Context: an optimization exercise on an open-source flow, tuned for small area, a short achievable clock period and few clock cycles per item. The choices shown serve that exercise and are no tape-out recipe.
Where RTL was checked, it was by simulation tests only, not by an equivalence proof against the original.
Power is estimated from default activity; no workload was simulated.

==> try-onyx <==
==> flow/design.v <==
`default_nettype none
package ufph_pkg;
	localparam int INDEX_W     = 8;
	localparam int KIND_W      = 2;
	localparam int DEF_ENTRIES = 256;
	localparam int LUT_DEPTH   = 1 << INDEX_W;
	localparam logic [KIND_W-1:0] KIND_FIND   = 2'd0;
	localparam logic [KIND_W-1:0] KIND_UNITE  = 2'd1;
	localparam logic [KIND_W-1:0] KIND_CLEAR  = 2'd2;
	typedef struct packed {
		logic [KIND_W-1:0]  kind;
		logic [INDEX_W-1:0] first_index;
		logic [INDEX_W-1:0] second_index;
	} req_t;
	typedef struct packed {
		logic [INDEX_W-1:0] root;
		logic               joined;
	} rsp_t;
endpackage
`default_nettype wire
`default_nettype none
module union_find_path_halving #(
	parameter int ENTRIES = ufph_pkg::DEF_ENTRIES
) (
	input  wire logic            clk,
	input  wire logic            arst_n,
	input  wire logic            req_valid,
	output logic                 req_ready,
	input  wire ufph_pkg::req_t  req_data,
	output logic                 rsp_valid,
	input  wire logic            rsp_ready,
	output ufph_pkg::rsp_t       rsp_data
);
	localparam int DEPTH = (ENTRIES < ufph_pkg::LUT_DEPTH) ? ENTRIES : ufph_pkg::LUT_DEPTH;
	localparam int AW    = (DEPTH > 1) ? $clog2(DEPTH) : 1;
	localparam int QN    = 4;  
	logic [AW-1:0] wrap_lut [ufph_pkg::LUT_DEPTH];
	for (genvar g = 0; g < ufph_pkg::LUT_DEPTH; g++) begin : g_wrap
		localparam int WRAPPED = g % ENTRIES;
		assign wrap_lut[g] = AW'(WRAPPED);
	end
	logic                        init_q;
	logic                        ready_q;
	logic                        a_vld_q;
	logic [ufph_pkg::KIND_W-1:0] a_kind_q;
	logic [AW-1:0]               a_a_q;
	logic [AW-1:0]               a_b_q;
	logic                        b_vld_q;
	logic [ufph_pkg::KIND_W-1:0] b_kind_q;
	logic [AW-1:0]               b_a_q;
	logic [AW-1:0]               b_b_q;
	logic [AW-1:0]               b_sa_q;
	logic [AW-1:0]               b_sb_q;
	logic                        u_uni_q;    
	logic                        u_clr_q;    
	logic [AW-1:0]               u_from_q;
	logic [AW-1:0]               u_to_q;
	logic                        d_uni_q;
	logic                        d_clr_q;
	logic [AW-1:0]               d_from_q;
	logic [AW-1:0]               d_to_q;
	logic [QN-1:0]               q_vld_q;
	ufph_pkg::rsp_t              q_q [QN];
	logic [DEPTH-1:0][AW-1:0]    tab_q;
	logic                        accept;
	logic                        pop;
	logic                        tab_clr;
	logic [AW-1:0]               ra;
	logic [AW-1:0]               rb;
	logic                        differ;
	ufph_pkg::rsp_t              res;
	logic [QN-1:0]               q_vld_d;
	logic [2:0]                  occ_d;
	assign req_ready = ready_q;
	assign accept    = req_valid && ready_q;
	assign pop       = q_vld_q[0] && rsp_ready;
	assign tab_clr   = u_clr_q || init_q;
	function automatic logic [AW-1:0] fix_root(
		input logic [AW-1:0] s,
		input logic [AW-1:0] x,
		input logic          d_uni,
		input logic          d_clr,
		input logic [AW-1:0] d_from,
		input logic [AW-1:0] d_to,
		input logic          u_uni,
		input logic          u_clr,
		input logic [AW-1:0] u_from,
		input logic [AW-1:0] u_to
	);
		logic [AW-1:0] v;
		logic          hit_d;
		logic          hit_u;
		hit_d = (s == (d_from ^ x));
		hit_u = (s == (u_from ^ x));
		if (d_clr) begin
			v = x;
			hit_u = (x == u_from);
		end else if (d_uni && hit_d) begin
			v = d_to;
			hit_u = (d_to == u_from);
		end else begin
			v = s ^ x;
		end
		if (u_clr) begin
			v = x;
		end else if (u_uni && hit_u) begin
			v = u_to;
		end
		fix_root = v;
	endfunction
	assign ra = fix_root(b_sa_q, b_a_q, d_uni_q, d_clr_q, d_from_q, d_to_q,
		u_uni_q, u_clr_q, u_from_q, u_to_q);
	assign rb = fix_root(b_sb_q, b_b_q, d_uni_q, d_clr_q, d_from_q, d_to_q,
		u_uni_q, u_clr_q, u_from_q, u_to_q);
	assign differ = (ra != rb);
	always_comb begin
		res = '0;
		case (b_kind_q)
			ufph_pkg::KIND_FIND: begin
				res.root = ufph_pkg::INDEX_W'(ra);
			end
			ufph_pkg::KIND_UNITE: begin
				res.root   = ufph_pkg::INDEX_W'(ra);
				res.joined = differ;
			end
			default: begin
			end
		endcase
	end
	logic [AW-1:0] wr_t;
	logic [AW-1:0] wr_c;
	assign wr_t = tab_clr ? '0 : u_to_q;
	assign wr_c = tab_clr ? '0 : ~u_to_q;
	for (genvar i = 0; i < DEPTH; i++) begin : g_ent
		localparam logic [AW-1:0] IDX = AW'(i);
		logic          hit;
		logic [AW-1:0] wd;
		assign wd  = (wr_t & ~IDX) | (wr_c & IDX);
		assign hit = tab_clr || (u_uni_q && ((tab_q[i] ^ IDX) == u_from_q));
		always_ff @(posedge clk) begin
			if (hit) begin
				tab_q[i] <= wd;
			end
		end
	end
	always_comb begin
		q_vld_d = q_vld_q;
		if (pop) begin
			q_vld_d = {1'b0, q_vld_q[QN-1:1]};
		end
		if (b_vld_q) begin
			q_vld_d = {q_vld_d[QN-2:0], 1'b1};
		end
	end
	for (genvar j = 0; j < QN; j++) begin : g_q
		logic below;   
		logic here;    
		if (j == 0) begin : g_first
			assign below = 1'b1;
		end else begin : g_rest
			assign below = pop ? q_vld_q[j] : q_vld_q[j-1];
		end
		if (j == QN - 1) begin : g_last
			assign here = pop ? 1'b0 : q_vld_q[j];
		end else begin : g_inner
			assign here = pop ? q_vld_q[j+1] : q_vld_q[j];
		end
		always_ff @(posedge clk) begin
			if (b_vld_q && below && !here) begin
				q_q[j] <= res;
			end else if (pop) begin
				if (j < QN - 1) begin
					q_q[j] <= q_q[(j < QN - 1) ? j + 1 : j];
				end
			end
		end
	end
	assign occ_d = 3'(q_vld_d[0]) + 3'(q_vld_d[1]) + 3'(q_vld_d[2]) + 3'(q_vld_d[3]) +
		3'(accept) + 3'(a_vld_q);
	always_ff @(posedge clk or negedge arst_n) begin
		if (!arst_n) begin
			init_q  <= 1'b1;
			ready_q <= 1'b0;
			a_vld_q <= 1'b0;
			b_vld_q <= 1'b0;
			u_uni_q <= 1'b0;
			u_clr_q <= 1'b0;
			d_uni_q <= 1'b0;
			d_clr_q <= 1'b0;
			q_vld_q <= '0;
		end else begin
			init_q  <= 1'b0;
			ready_q <= (occ_d < 3'(QN));
			a_vld_q <= accept;
			b_vld_q <= a_vld_q;
			u_uni_q <= b_vld_q && (b_kind_q == ufph_pkg::KIND_UNITE) && differ;
			u_clr_q <= b_vld_q && (b_kind_q == ufph_pkg::KIND_CLEAR);
			d_uni_q <= u_uni_q;
			d_clr_q <= u_clr_q;
			q_vld_q <= q_vld_d;
		end
	end
	always_ff @(posedge clk) begin
		if (accept) begin
			a_kind_q <= req_data.kind;
			a_a_q    <= wrap_lut[req_data.first_index];
			a_b_q    <= wrap_lut[req_data.second_index];
		end
		b_kind_q <= a_kind_q;
		b_a_q    <= a_a_q;
		b_b_q    <= a_b_q;
		b_sa_q   <= tab_q[a_a_q];
		b_sb_q   <= tab_q[a_b_q];
		u_from_q <= ra;
		u_to_q   <= rb;
		d_from_q <= u_from_q;
		d_to_q   <= u_to_q;
	end
	assign rsp_valid = q_vld_q[0];
	assign rsp_data  = q_q[0];
endmodule
`default_nettype wire
==> flow/run.sh <==
#!/bin/bash
# synth_recipe.tcl (not shown) runs the flow's synth.tcl, then flattens the netlist and writes it again
# the make line also repeats each setting of config.mk as NAME=value (left out here)
make -C /OpenROAD-flow-scripts/flow DESIGN_CONFIG=/design/flow/config.mk WORK_HOME=/design/flow/orfs CLKGATE_MAP_FILE= SYNTH_SCRIPT=/design/flow/synth_recipe.tcl finish
==> flow/config.mk <==
export PLATFORM = sky130hd
export DESIGN_NAME = union_find_path_halving
export DESIGN_NICKNAME = union_find_path_halving
export VERILOG_FILES = /design/flow/design.v
export SDC_FILE = /design/flow/constraint.sdc
export NUM_CORES = 4
export LEC_CHECK = 0
export CAP_MARGIN = 20
export CORE_MARGIN = 2
export CORE_UTILIZATION = 40
export SLEW_MARGIN = 20
==> flow/constraint.sdc <==
create_clock -name core_clock -period 8.0 [get_ports {clk}]
set_input_delay 1.6000 -clock core_clock [delete_from_list [all_inputs] [get_ports {clk}]]
set_output_delay 1.6000 -clock core_clock [all_outputs]
set_load 0.01 [all_outputs]
==> try-zinc (differences from try-onyx) <==
--- a/flow/design.v
+++ b/flow/design.v
@@ -35,3 +35,6 @@
 	localparam int AW    = (DEPTH > 1) ? $clog2(DEPTH) : 1;
-	localparam int QN    = 4;  
+	localparam int HW    = (AW > 2) ? AW - 2 : 0;    
+	localparam int NC    = 1 << (AW - HW);           
+	localparam int QN    = 5;                        
+	localparam int OW    = $clog2(QN + 1);
 	logic [AW-1:0] wrap_lut [ufph_pkg::LUT_DEPTH];
@@ -41,3 +44,2 @@
 	end
-	logic                        init_q;
 	logic                        ready_q;
@@ -51,4 +53,10 @@
 	logic [AW-1:0]               b_b_q;
-	logic [AW-1:0]               b_sa_q;
-	logic [AW-1:0]               b_sb_q;
+	logic [NC-1:0][AW-1:0]       b_ca_q;
+	logic [NC-1:0][AW-1:0]       b_cb_q;
+	logic                        c_vld_q;
+	logic [ufph_pkg::KIND_W-1:0] c_kind_q;
+	logic [AW-1:0]               c_a_q;
+	logic [AW-1:0]               c_b_q;
+	logic [AW-1:0]               c_ra_q;
+	logic [AW-1:0]               c_rb_q;
 	logic                        u_uni_q;    
@@ -61,4 +69,11 @@
 	logic [AW-1:0]               d_to_q;
+	logic                        t_clr_q;
+	logic                        t_nuni_q;
+	logic [AW-1:0]               t_nfrom_q;  
+	logic [AW-1:0]               t_from_q;   
+	logic                        t_uni_q;    
+	logic [AW-1:0]               t_wt_q;
+	logic [AW-1:0]               t_wc_q;
 	logic [QN-1:0]               q_vld_q;
-	ufph_pkg::rsp_t              q_q [QN];
+	logic [QN-1:0][ufph_pkg::INDEX_W:0] q_q;
 	logic [DEPTH-1:0][AW-1:0]    tab_q;
@@ -66,3 +81,4 @@
 	logic                        pop;
-	logic                        tab_clr;
+	logic [AW-1:0]               b_ra;
+	logic [AW-1:0]               b_rb;
 	logic [AW-1:0]               ra;
@@ -70,5 +86,7 @@
 	logic                        differ;
+	logic                        c_uni;
+	logic                        c_clr;
 	ufph_pkg::rsp_t              res;
 	logic [QN-1:0]               q_vld_d;
-	logic [2:0]                  occ_d;
+	logic [OW-1:0]               occ_q;      
 	assign req_ready = ready_q;
@@ -76,5 +94,28 @@
 	assign pop       = q_vld_q[0] && rsp_ready;
-	assign tab_clr   = u_clr_q || init_q;
-	function automatic logic [AW-1:0] fix_root(
-		input logic [AW-1:0] s,
+	for (genvar k = 0; k < NC; k++) begin : g_cand
+		always_ff @(posedge clk) begin
+			b_ca_q[k] <= tab_q[{k[AW-HW-1:0], a_a_q[HW-1:0]}];
+			b_cb_q[k] <= tab_q[{k[AW-HW-1:0], a_b_q[HW-1:0]}];
+		end
+	end
+	function automatic logic [AW-1:0] fix1(
+		input logic [AW-1:0] r,
+		input logic [AW-1:0] x,
+		input logic          uni,
+		input logic          clr,
+		input logic [AW-1:0] from,
+		input logic [AW-1:0] to
+	);
+		if (clr) begin
+			fix1 = x;
+		end else if (uni && (r == from)) begin
+			fix1 = to;
+		end else begin
+			fix1 = r;
+		end
+	endfunction
+	assign b_ra = fix1(b_ca_q[b_a_q[AW-1:HW]] ^ b_a_q, b_a_q, d_uni_q, d_clr_q, d_from_q, d_to_q);
+	assign b_rb = fix1(b_cb_q[b_b_q[AW-1:HW]] ^ b_b_q, b_b_q, d_uni_q, d_clr_q, d_from_q, d_to_q);
+	function automatic logic [AW-1:0] fix2(
+		input logic [AW-1:0] r,
 		input logic [AW-1:0] x,
@@ -90,6 +131,3 @@
 		logic [AW-1:0] v;
-		logic          hit_d;
 		logic          hit_u;
-		hit_d = (s == (d_from ^ x));
-		hit_u = (s == (u_from ^ x));
 		if (d_clr) begin
@@ -97,3 +135,3 @@
 			hit_u = (x == u_from);
-		end else if (d_uni && hit_d) begin
+		end else if (d_uni && (r == d_from)) begin
 			v = d_to;
@@ -101,3 +139,4 @@
 		end else begin
-			v = s ^ x;
+			v = r;
+			hit_u = (r == u_from);
 		end
@@ -108,12 +147,14 @@
 		end
-		fix_root = v;
+		fix2 = v;
 	endfunction
-	assign ra = fix_root(b_sa_q, b_a_q, d_uni_q, d_clr_q, d_from_q, d_to_q,
+	assign ra = fix2(c_ra_q, c_a_q, d_uni_q, d_clr_q, d_from_q, d_to_q,
 		u_uni_q, u_clr_q, u_from_q, u_to_q);
-	assign rb = fix_root(b_sb_q, b_b_q, d_uni_q, d_clr_q, d_from_q, d_to_q,
+	assign rb = fix2(c_rb_q, c_b_q, d_uni_q, d_clr_q, d_from_q, d_to_q,
 		u_uni_q, u_clr_q, u_from_q, u_to_q);
 	assign differ = (ra != rb);
+	assign c_uni  = c_vld_q && (c_kind_q == ufph_pkg::KIND_UNITE) && differ;
+	assign c_clr  = c_vld_q && (c_kind_q == ufph_pkg::KIND_CLEAR);
 	always_comb begin
 		res = '0;
-		case (b_kind_q)
+		case (c_kind_q)
 			ufph_pkg::KIND_FIND: begin
@@ -129,6 +170,2 @@
 	end
-	logic [AW-1:0] wr_t;
-	logic [AW-1:0] wr_c;
-	assign wr_t = tab_clr ? '0 : u_to_q;
-	assign wr_c = tab_clr ? '0 : ~u_to_q;
 	for (genvar i = 0; i < DEPTH; i++) begin : g_ent
@@ -137,4 +174,8 @@
 		logic [AW-1:0] wd;
-		assign wd  = (wr_t & ~IDX) | (wr_c & IDX);
-		assign hit = tab_clr || (u_uni_q && ((tab_q[i] ^ IDX) == u_from_q));
+		assign wd  = (t_wt_q & ~IDX) | (t_wc_q & IDX);
+		if (i < DEPTH / 2) begin : g_lo
+			assign hit = t_clr_q || (!t_nuni_q && ((tab_q[i] ^ IDX) == ~t_nfrom_q));
+		end else begin : g_hi
+			assign hit = t_clr_q || (t_uni_q && ((tab_q[i] ^ IDX) == t_from_q));
+		end
 		always_ff @(posedge clk) begin
@@ -150,3 +191,3 @@
 		end
-		if (b_vld_q) begin
+		if (c_vld_q) begin
 			q_vld_d = {q_vld_d[QN-2:0], 1'b1};
@@ -168,3 +209,3 @@
 		always_ff @(posedge clk) begin
-			if (b_vld_q && below && !here) begin
+			if (c_vld_q && below && !here) begin
 				q_q[j] <= res;
@@ -177,25 +218,42 @@
 	end
-	assign occ_d = 3'(q_vld_d[0]) + 3'(q_vld_d[1]) + 3'(q_vld_d[2]) + 3'(q_vld_d[3]) +
-		3'(accept) + 3'(a_vld_q);
 	always_ff @(posedge clk or negedge arst_n) begin
 		if (!arst_n) begin
-			init_q  <= 1'b1;
-			ready_q <= 1'b0;
-			a_vld_q <= 1'b0;
-			b_vld_q <= 1'b0;
-			u_uni_q <= 1'b0;
-			u_clr_q <= 1'b0;
-			d_uni_q <= 1'b0;
-			d_clr_q <= 1'b0;
-			q_vld_q <= '0;
+			ready_q  <= 1'b0;
+			occ_q    <= '0;
+			a_vld_q  <= 1'b0;
+			b_vld_q  <= 1'b0;
+			c_vld_q  <= 1'b0;
+			u_uni_q  <= 1'b0;
+			u_clr_q  <= 1'b0;
+			d_uni_q  <= 1'b0;
+			d_clr_q  <= 1'b0;
+			t_clr_q  <= 1'b1;
+			t_nuni_q <= 1'b1;
+			t_from_q <= '0;
+			t_wt_q   <= '0;
+			t_wc_q   <= '0;
+			q_vld_q  <= '0;
 		end else begin
-			init_q  <= 1'b0;
-			ready_q <= (occ_d < 3'(QN));
-			a_vld_q <= accept;
-			b_vld_q <= a_vld_q;
-			u_uni_q <= b_vld_q && (b_kind_q == ufph_pkg::KIND_UNITE) && differ;
-			u_clr_q <= b_vld_q && (b_kind_q == ufph_pkg::KIND_CLEAR);
-			d_uni_q <= u_uni_q;
-			d_clr_q <= u_clr_q;
-			q_vld_q <= q_vld_d;
+			if (accept && !pop) begin
+				occ_q   <= occ_q + 1'b1;
+				ready_q <= (occ_q < OW'(QN - 1));
+			end else if (pop && !accept) begin
+				occ_q   <= occ_q - 1'b1;
+				ready_q <= 1'b1;
+			end else begin
+				ready_q <= (occ_q < OW'(QN));
+			end
+			a_vld_q  <= accept;
+			b_vld_q  <= a_vld_q;
+			c_vld_q  <= b_vld_q;
+			u_uni_q  <= c_uni;
+			u_clr_q  <= c_clr;
+			d_uni_q  <= u_uni_q;
+			d_clr_q  <= u_clr_q;
+			t_clr_q  <= c_clr;
+			t_nuni_q <= !c_uni;
+			t_from_q <= ra;
+			t_wt_q   <= c_clr ? '0 : rb;
+			t_wc_q   <= c_clr ? '0 : ~rb;
+			q_vld_q  <= q_vld_d;
 		end
@@ -203,16 +261,19 @@
 	always_ff @(posedge clk) begin
-		if (accept) begin
-			a_kind_q <= req_data.kind;
-			a_a_q    <= wrap_lut[req_data.first_index];
-			a_b_q    <= wrap_lut[req_data.second_index];
-		end
-		b_kind_q <= a_kind_q;
-		b_a_q    <= a_a_q;
-		b_b_q    <= a_b_q;
-		b_sa_q   <= tab_q[a_a_q];
-		b_sb_q   <= tab_q[a_b_q];
-		u_from_q <= ra;
-		u_to_q   <= rb;
-		d_from_q <= u_from_q;
-		d_to_q   <= u_to_q;
+		a_kind_q  <= req_data.kind;
+		a_a_q     <= wrap_lut[req_data.first_index];
+		a_b_q     <= wrap_lut[req_data.second_index];
+		b_kind_q  <= a_kind_q;
+		b_a_q     <= a_a_q;
+		b_b_q     <= a_b_q;
+		c_kind_q  <= b_kind_q;
+		c_a_q     <= b_a_q;
+		c_b_q     <= b_b_q;
+		c_ra_q    <= b_ra;
+		c_rb_q    <= b_rb;
+		u_from_q  <= ra;
+		u_to_q    <= rb;
+		t_nfrom_q <= ~ra;
+		t_uni_q   <= c_uni;
+		d_from_q  <= u_from_q;
+		d_to_q    <= u_to_q;
 	end
--- a/flow/config.mk
+++ b/flow/config.mk
@@ -10,2 +10,5 @@
 export CORE_UTILIZATION = 40
+export CTS_CLUSTER_DIAMETER = 80
+export CTS_CLUSTER_SIZE = 30
+export SETUP_SLACK_MARGIN = 4.8
 export SLEW_MARGIN = 20
==> summary of the runs <==
In try-onyx the die area is lower than in try-zinc, by about 3%. In try-zinc the worst hold slack is lower than in try-onyx, by 61 ps. Between try-zinc and try-onyx, the lower combinational power is in try-zinc (gap about 40%, measured against try-onyx). Of try-zinc and try-onyx, try-zinc has the higher setup slack (gap 1400 ps). Clock skew: try-onyx is lower than try-zinc (5.4 ps). Of try-zinc and try-onyx, try-onyx has the higher via count (gap 0.57%, measured against try-onyx). In try-onyx the non-clock buffer count is higher than in try-zinc, by 46. Of try-onyx and try-zinc, try-zinc has the higher synthesized cell count (gap about 1.3%, measured against try-zinc). Of try-onyx and try-zinc, try-onyx has the higher power (gap 31%, measured against try-zinc).
Testbench counts of try-zinc, summed over its fixed seeds: cycles 14,432, items 14,400.
The RTL of try-onyx was laid out without a check of its function.

static timing again, ports no longer ideal:
In the flow no input, the clock included, has a driving cell. The finished layouts below were timed again as built, in two steps. Step 1 (the two cells are an assumption about what drives the block):
set clk [get_ports {clk}]
set_driving_cell -lib_cell sky130_fd_sc_hd__clkbuf_16 $clk
set_driving_cell -lib_cell sky130_fd_sc_hd__buf_2 [delete_from_list [all_inputs] $clk]
Step 2, shift: input delay + t, output delay - t, t = (earliest + latest rising clock arrival at the registers) / 2. This alone moves slack from input paths to output paths. Slacks: ideal / step 1 / step 2; pairs: ideal / step 1.
| run | shift t [ns] | setup WS [ns] | worst setup path at the end | worst register clock-pin slew, ns |
|---|---|---|---|---|
| try-onyx | 1.004 | 3.374 / 3.374 / 3.374 | register to register | 0.07 / 0.07 |
| try-zinc | 0.940 | 4.735 / 4.735 / 4.113 | input to register | 0.11 / 0.11 |
After both steps every run listed still meets setup and hold. The setup slack of try-zinc, which loses most, moves by 0.000 ns with the drivers and by -0.622 ns with both steps.
